What follows belongs to an exercise in optimizing a design on an open flow for small area; a production flow would make more cautious choices. The RTL was checked by simulation tests, not by an equivalence proof against the original design. Power is estimated from default activity; no workload was simulated.

===== flow/run.sh =====
#!/bin/bash
# synth_recipe.tcl (not shown) runs the flow's synth.tcl, then flattens the netlist and writes it again
# the make line also repeats each setting of config.mk as NAME=value (left out here)
make -C /OpenROAD-flow-scripts/flow DESIGN_CONFIG=/design/flow/config.mk WORK_HOME=/design/flow/orfs CLKGATE_MAP_FILE= SYNTH_SCRIPT=/design/flow/synth_recipe.tcl finish

===== flow/config.mk =====
export PLATFORM = sky130hd
export DESIGN_NAME = gpr_mp
export DESIGN_NICKNAME = gpr_mp
export VERILOG_FILES = /design/flow/design.v
export SDC_FILE = /design/flow/constraint.sdc
export NUM_CORES = 4
export LEC_CHECK = 0
export CAP_MARGIN = 20
export CORE_MARGIN = 2
export CORE_UTILIZATION = 40
export SLEW_MARGIN = 20

===== flow/constraint.sdc =====
create_clock -name core_clock -period 8.0 [get_ports {clk}]
set_input_delay 1.6000 -clock core_clock [delete_from_list [all_inputs] [get_ports {clk}]]
set_output_delay 1.6000 -clock core_clock [all_outputs]
set_load 0.01 [all_outputs]

===== flow/design.v =====
package gpr_pkg;
    localparam int GPR_WIDTH_DEFAULT = 32;
    localparam int GPR_DEPTH_DEFAULT = 32;
    localparam int GPR_NREAD_DEFAULT = 2;
    localparam int GPR_NWRITE = 2;
    localparam int REG_ZERO = 0;
    localparam int GPR_MAX_AW    = 10;
    localparam int GPR_MAX_DEPTH = 1 << GPR_MAX_AW;
    function automatic logic [GPR_MAX_DEPTH-1:0] addr_onehot(
        input logic                  en,
        input logic [GPR_MAX_AW-1:0] addr
    );
        logic [GPR_MAX_DEPTH-1:0] oh;
        oh = '0;
        if (en && (addr != GPR_MAX_AW'(REG_ZERO))) begin
            oh[addr] = 1'b1;
        end
        addr_onehot = oh;
    endfunction
endpackage
module gpr_scoreboard
#(
    parameter int DEPTH = gpr_pkg::GPR_DEPTH_DEFAULT,
    parameter int AW    = $clog2(gpr_pkg::GPR_DEPTH_DEFAULT)
) (
    input  logic                       clk,
    input  logic                       rst,
    input  logic                       iss_valid,
    input  logic [AW-1:0]              iss_reg,
    input  logic [gpr_pkg::GPR_NWRITE-1:0]      we,
    input  logic [gpr_pkg::GPR_NWRITE*AW-1:0]   waddr,
    output logic [DEPTH-1:0]           busy,
    output logic [AW:0]                busy_cnt
);
    logic [DEPTH-1:0] set_vec;
    logic [DEPTH-1:0] clr_vec;
    logic [DEPTH-1:0] busy_reg;
    logic [DEPTH-1:0] busy_next;
    logic [AW:0]      cnt_reg;
    logic [AW:0]      cnt_next;
    always_comb begin
        set_vec = DEPTH'(gpr_pkg::addr_onehot(iss_valid, gpr_pkg::GPR_MAX_AW'(iss_reg)));
        clr_vec = '0;
        for (int k = 0; k < gpr_pkg::GPR_NWRITE; k++) begin
            clr_vec = clr_vec | DEPTH'(gpr_pkg::addr_onehot(we[k], gpr_pkg::GPR_MAX_AW'(waddr[k*AW +: AW])));
        end
        busy_next = (busy_reg & ~clr_vec) | set_vec;
        busy_next[gpr_pkg::REG_ZERO] = 1'b0;
    end
    always_comb begin
        cnt_next = '0;
        for (int r = 1; r < DEPTH; r++) begin
            cnt_next = cnt_next + (AW+1)'(busy_next[r]);
        end
    end
    always_ff @(posedge clk or negedge rst) begin
        if (!rst) begin
            busy_reg <= '0;
            cnt_reg  <= '0;
        end else begin
            busy_reg <= busy_next;
            cnt_reg  <= cnt_next;
        end
    end
    assign busy     = busy_reg;
    assign busy_cnt = cnt_reg;
endmodule
module gpr_mp
#(
    parameter  int WIDTH = gpr_pkg::GPR_WIDTH_DEFAULT,
    parameter  int DEPTH = gpr_pkg::GPR_DEPTH_DEFAULT,
    parameter  int NREAD = gpr_pkg::GPR_NREAD_DEFAULT,
    localparam int AW    = $clog2(DEPTH)
) (
    input  logic                      clk,
    input  logic                      rst,
    input  logic [NREAD*AW-1:0]       raddr,
    output logic [NREAD*WIDTH-1:0]    rdata,
    output logic [NREAD-1:0]          rbusy,
    input  logic [1:0]                we,
    input  logic [2*AW-1:0]           waddr,
    input  logic [2*WIDTH-1:0]        wdata,
    input  logic                      iss_valid,
    input  logic [AW-1:0]             iss_reg,
    output logic [AW:0]               busy_cnt
);
    logic [AW-1:0]                waddr0;
    logic [AW-1:0]                waddr1;
    logic [WIDTH-1:0]             wdata0;
    logic [WIDTH-1:0]             wdata1;
    logic [DEPTH-1:0][WIDTH-1:0]  regs;
    logic [DEPTH-1:0]             busy;
    assign waddr0 = waddr[0  +: AW];
    assign waddr1 = waddr[AW +: AW];
    assign wdata0 = wdata[0     +: WIDTH];
    assign wdata1 = wdata[WIDTH +: WIDTH];
    gpr_scoreboard #(
        .DEPTH (DEPTH),
        .AW    (AW)
    ) u_sb (
        .clk       (clk),
        .rst       (rst),
        .iss_valid (iss_valid),
        .iss_reg   (iss_reg),
        .we        (we),
        .waddr     (waddr),
        .busy      (busy),
        .busy_cnt  (busy_cnt)
    );
    genvar gi;
    generate
        for (gi = 0; gi < DEPTH; gi++) begin : g_reg
            if (gi == gpr_pkg::REG_ZERO) begin : g_zero
                assign regs[gi] = '0;
            end else begin : g_store
                logic [WIDTH-1:0] q_reg;
                always_ff @(posedge clk or negedge rst) begin
                    if (!rst) begin
                        q_reg <= '0;
                    end else if (we[1] && (waddr1 == AW'(gi))) begin
                        q_reg <= wdata1;
                    end else if (we[0] && (waddr0 == AW'(gi))) begin
                        q_reg <= wdata0;
                    end
                end
                assign regs[gi] = q_reg;
            end
        end
    endgenerate
    generate
        for (gi = 0; gi < NREAD; gi++) begin : g_rd
            logic [AW-1:0]    ra;
            logic [WIDTH-1:0] rd;
            logic             rb;
            assign ra = raddr[gi*AW +: AW];
            assign rd = regs[ra];
            assign rb = busy[ra];
            assign rdata[gi*WIDTH +: WIDTH] = rd;
            assign rbusy[gi]                = rb;
        end
    endgenerate
endmodule

==> results by group <==
Clocking
  • Later-pin clock latency in the skew report: about 0.76 ns
  • PostCTS Resize Cnt: 0
  • Cts hold-fix bufs: 0
  • CTS root buffer: clkbuf_16
  • Clk sinks: ~1000
  • H-tree Lvls: 3
  • CTS tree: yes
  • Setup Buffers After CTS: 0
  • CTS Buffer Depth: 3
  • Num CTS Buffers: roughly 120
  • Reg clk slew, reported paths: approximately 0.060 ns

Power and ir drop
  • PD cells: ~280 mW/mm^2
  • Comb power frac: 35.1%
  • Reg power frac: 37.9%
  • Internal: between 10000 and 15000 uW
  • Psw: between 6000 and 7000 uW
  • Leak Pwr: around 0.029 uW
  • Max IR drop VDD: approximately 0.63 mV
  • Switch share: 33.4%
  • Clock power share: between 20% and 30%

Timing
  • Fin crit share: between 90% and 100%
  • RSZ-0062 raised after global routing: false
  • Fin crit period: ~7.6 ns
  • FMAX: about 130 MHz
  • Max Slew Vio Count: 0
  • Slew @ Worst Pin: 1.21 ns
  • Final hold violations: 0
  • Setup-failing EPs final: 0
  • Slew HR: between 10% and 20%
  • Clock Skew: about 0.022 ns
  • Final WS setup: ~0.43 ns

Cells and area
  • Total Nets Final: 6294
  • Share of layout cells above drive strength 1: 16.3%
  • Max reg flops: just under 1000
  • Syn-to-layout area delta: 10.5%
  • Area of the multi-input gates: about 0.037 mm^2
  • Non-Filler Instances: 8449
  • Fill cells: between 15000 and 20000
  • Register area: 0.0257 mm^2

Outcome
  • Status: no timing/DRC/antenna violations

Critical path
  • Setup crit end kind: flop
  • Data required time of the worst path: ~8.6 ns
  • CP max FO: 5
  • Critical path arrival: ~8 ns
  • Setup CP Type: primary input to flop
  • Critical path launch point type: primary input

Floorplanning
  • Initial Util: around two fifths
  • Die X: a little over 400 um
  • Core box area: 0.165 mm^2
  • # rows: between 100 and 150
  • Die Area: approximately 0.17 mm^2
  • Io pins: roughly 170
  • Die height: about 410 um

Global route
  • Vias in the first global route: between 50000 and 60000
  • First-pass GRT wire length: ~380 mm
  • Pin count of the biggest net entering global routing: ~150
  • GRT Total Usage: between 30% and 40%
  • GR Overflow Total: 0
  • Antenna violations before repair: 26

Detailed routing
  • Final WL: approximately 260 mm
  • Via total after detailed routing: approximately 54000
  • Initial DRC count: approximately 7100
  • Final ANT Viol Nets: 0
  • # DRC: 0
  • First-pass DRT Iterations: 6
  • Vias/cell: roughly 6.4
  • Routed wire length per instance: 31.3 um

Yosys
  • Synthesis-stage register bit count: ~1000
  • Mapped Area: about 0.066 mm^2
  • Post-synth top area cell: dfrtp_1
  • EDFF count, synth: 0
  • Seq/Total Area, Yosys: between 30 and 40%
  • Main synth FF type: dfrtp_1
  • Synth Warn #: 2
  • Ys async rst share: between 90% and 100%
  • Synth top area share: 38.8%
  • Syn Inst Count: between 6000 and 7000
  • Post-Syn Nets: 6503
  • Post-synth cell types: 58
  • Mean Syn Cell Area: ~10 um^2
  • Synth area leaders: dfrtp_1 39%, mux2i_1 18%, mux4_2 13%

Worst hold path
  • Worst Hold Class: flop to flop

Flow run
  • Number of max-cap violations: 0

Placement
  • GP Congestion: 0.884
  • Dpl hpwl: 152 mm
  • Place WS: -0.296 ns
  • Placed cell count: roughly 8200
  • Input/output buffers: between 150 and 200
==> per-stage QoR <==
step | instance area (um^2) | hold WS [ns] | utilization, % | total power, uW | TNS, ns
2_1_floorplan | 66300 | 0.508 | - | 12800 | 0
3_3_place_gp | 69400 | 0.549 | 42.1 | 15000 | -0.968
3_5_place_dp | 69300 | 0.564 | 42.0 | 15200 | -0.960
4_1_cts | 73200 | 0.580 | 44.4 | 20800 | 0
5_1_grt | 73300 | 0.606 | 44.5 | 22000 | 0
6_report | 73300 | 0.579 | 44.5 | 20800 | 0
==> final timing paths <==
check | slack (ns) | cells after the start | to | start
min in group asynchronous | 0.87 | 1 | g_reg[30].g_store.q_reg[28]$_DFFE_PN0P_ | rst
worst min-delay path | 0.58 | 2 | g_reg[24].g_store.q_reg[23]$_DFFE_PN0P_ | g_reg[24].g_store.q_reg[23]$_DFFE_PN0P_
max in group asynchronous | 5.65 | 2 | g_reg[17].g_store.q_reg[11]$_DFFE_PN0P_ | rst
worst max-delay path | 0.43 | 28 | u_sb.cnt_reg[4]$_DFF_PN0_ | waddr[5]
worst max register to register | 2.86 | 17 | u_sb.cnt_reg[4]$_DFF_PN0_ | u_sb.busy_reg[2]$_DFF_PN0_
worst min register to register | 0.58 | 2 | g_reg[24].g_store.q_reg[23]$_DFFE_PN0P_ | g_reg[24].g_store.q_reg[23]$_DFFE_PN0P_
==> kinds of logic (layout without fill, tap and decap cells) <==
group / Yosys count / in the layout / share of synthesized area (%)
other: 0 / 12 / 0
AOI/OAI and AO/OA: 1535 / 1535 / 13.4
adders and majority gates: 49 / 49 / 1.18
buffers and inverters: 760 / 648 / 5.67
xor gates and xnor gates: 7 / 7 / 0.0924
and+or+nand+nor: 1326 / 1326 / 8.29
DFF: 1029 / 1029 / 38.8
muxes: 1654 / 1654 / 32.6
==> power by group through the flow <==
stage                     logic [uW]  registers [uW]  clock network [uW]
after floorplan                 5270            7490                   0
after global placement          7170            7850                   0
after detailed placement        7300            7910                   0
after CTS                       7310            7850                5680
after global routing            8080            8050                5890
final                           7310            7890                5640
==> routing by layer <==
metal	global-route usage, %	wire length, um
met1	43.3	108000
met2	44.3	112000
met3	8.23	31600
met4	13.7	12800
met5	0	99
==> cells in the mapped netlist (all sizes together), types with 4 or more instances <==
| library cell | number |
|---|---|
| a32o | 15 |
| a32oi | 15 |
| nor2 | 1009 |
| nor2b | 16 |
| buf | 324 |
| nand2b | 5 |
| mux4 | 396 |
| dfrtp | 1029 |
| a22oi | 81 |
| ha | 26 |
| nand3b | 4 |
| nand3 | 6 |
| a21oi | 904 |
| mux2i | 1192 |
| o22ai | 66 |
| inv | 44 |
| o21ai | 234 |
| and2 | 15 |
| fa | 23 |
| mux2 | 66 |
| o31ai | 66 |
| a22o | 148 |
| nand2 | 236 |
| and3 | 7 |
| clkbuf | 392 |
| nor3 | 14 |
| xnor2 | 4 |
==> cell usage in the layout (no fill, tap or decap), types with 23 or more instances in the layout <==
cell type,instances
mux2i_1,1192
clkbuf_16,120
fa_1,23
dfrtp_1,1029
o31ai_1,66
nand2_4,30
clkbuf_1,24
a21oi_1,904
mux2_2,66
clkbuf_8,31
mux4_2,396
a22o_1,148
ha_1,26
clkinv_2,24
nor2_1,976
nor2_4,24
buf_2,34
clkdlybuf4s50_1,120
inv_1,43
nand2_1,200
a22oi_1,80
buf_4,207
o21ai_1,172
o21ai_0,62
o22ai_1,66
==> critical path: stages <==
cell	delay (ns)
clkdlybuf4s50_1	0.48
inv_1	0.06
ha_1	0.20
nor2b_1	0.14
nor2b_1	0.14
ha_1	0.29
or3b_2	0.48
nor2_1	0.14
buf_4	0.16
a22oi_1	0.08
a22o_1	0.29
fa_1	0.48
inv_1	0.05
fa_1	0.49
fa_1	0.50
inv_1	0.05
fa_1	0.49
fa_1	0.49
inv_1	0.05
fa_1	0.42
inv_1	0.07
ha_1	0.16
inv_1	0.07
fa_1	0.44
inv_1	0.07
a21o_1	0.11
a21oi_1	0.07
xnor2_1	0.13
==> final cells by class <==
class                   instances  share of cell area, %
multi-input cells            4571                   50.7
flip-flops and latches       1029                   35.1
diodes                         12                 0.0410
clock inverters                40                  0.574
inverters                      44                  0.225
repair buffers                389                   4.74
clock buffers                 175                   4.80
well taps                    2189                   3.74

==> static timing again, ports no longer ideal <==
In the flow no input, the clock included, has a driving cell. The finished layout below was timed again as built, in two steps. Step 1 (the two cells are an assumption about what drives the block):
set clk [get_ports {clk}]
set_driving_cell -lib_cell sky130_fd_sc_hd__clkbuf_16 $clk
set_driving_cell -lib_cell sky130_fd_sc_hd__buf_2 [delete_from_list [all_inputs] $clk]
Step 2, shift: input delay + t, output delay - t, t = (earliest + latest rising clock arrival at the registers) / 2. This alone moves slack from input paths to output paths. Slacks: ideal ports / drivers / drivers and shift; pairs: ideal ports / drivers.
shift t [ns]: 0.829
setup slack, ns: 0.428 / 0.481 / -0.348
worst setup path at the end: input to register
worst data-port slew with drivers (ns): 0.26
With both steps, setup timing fails in this run, where it was met with ideal ports. For this run, drivers alone change the setup slack by +0.053 ns; drivers and shift together by -0.776 ns.
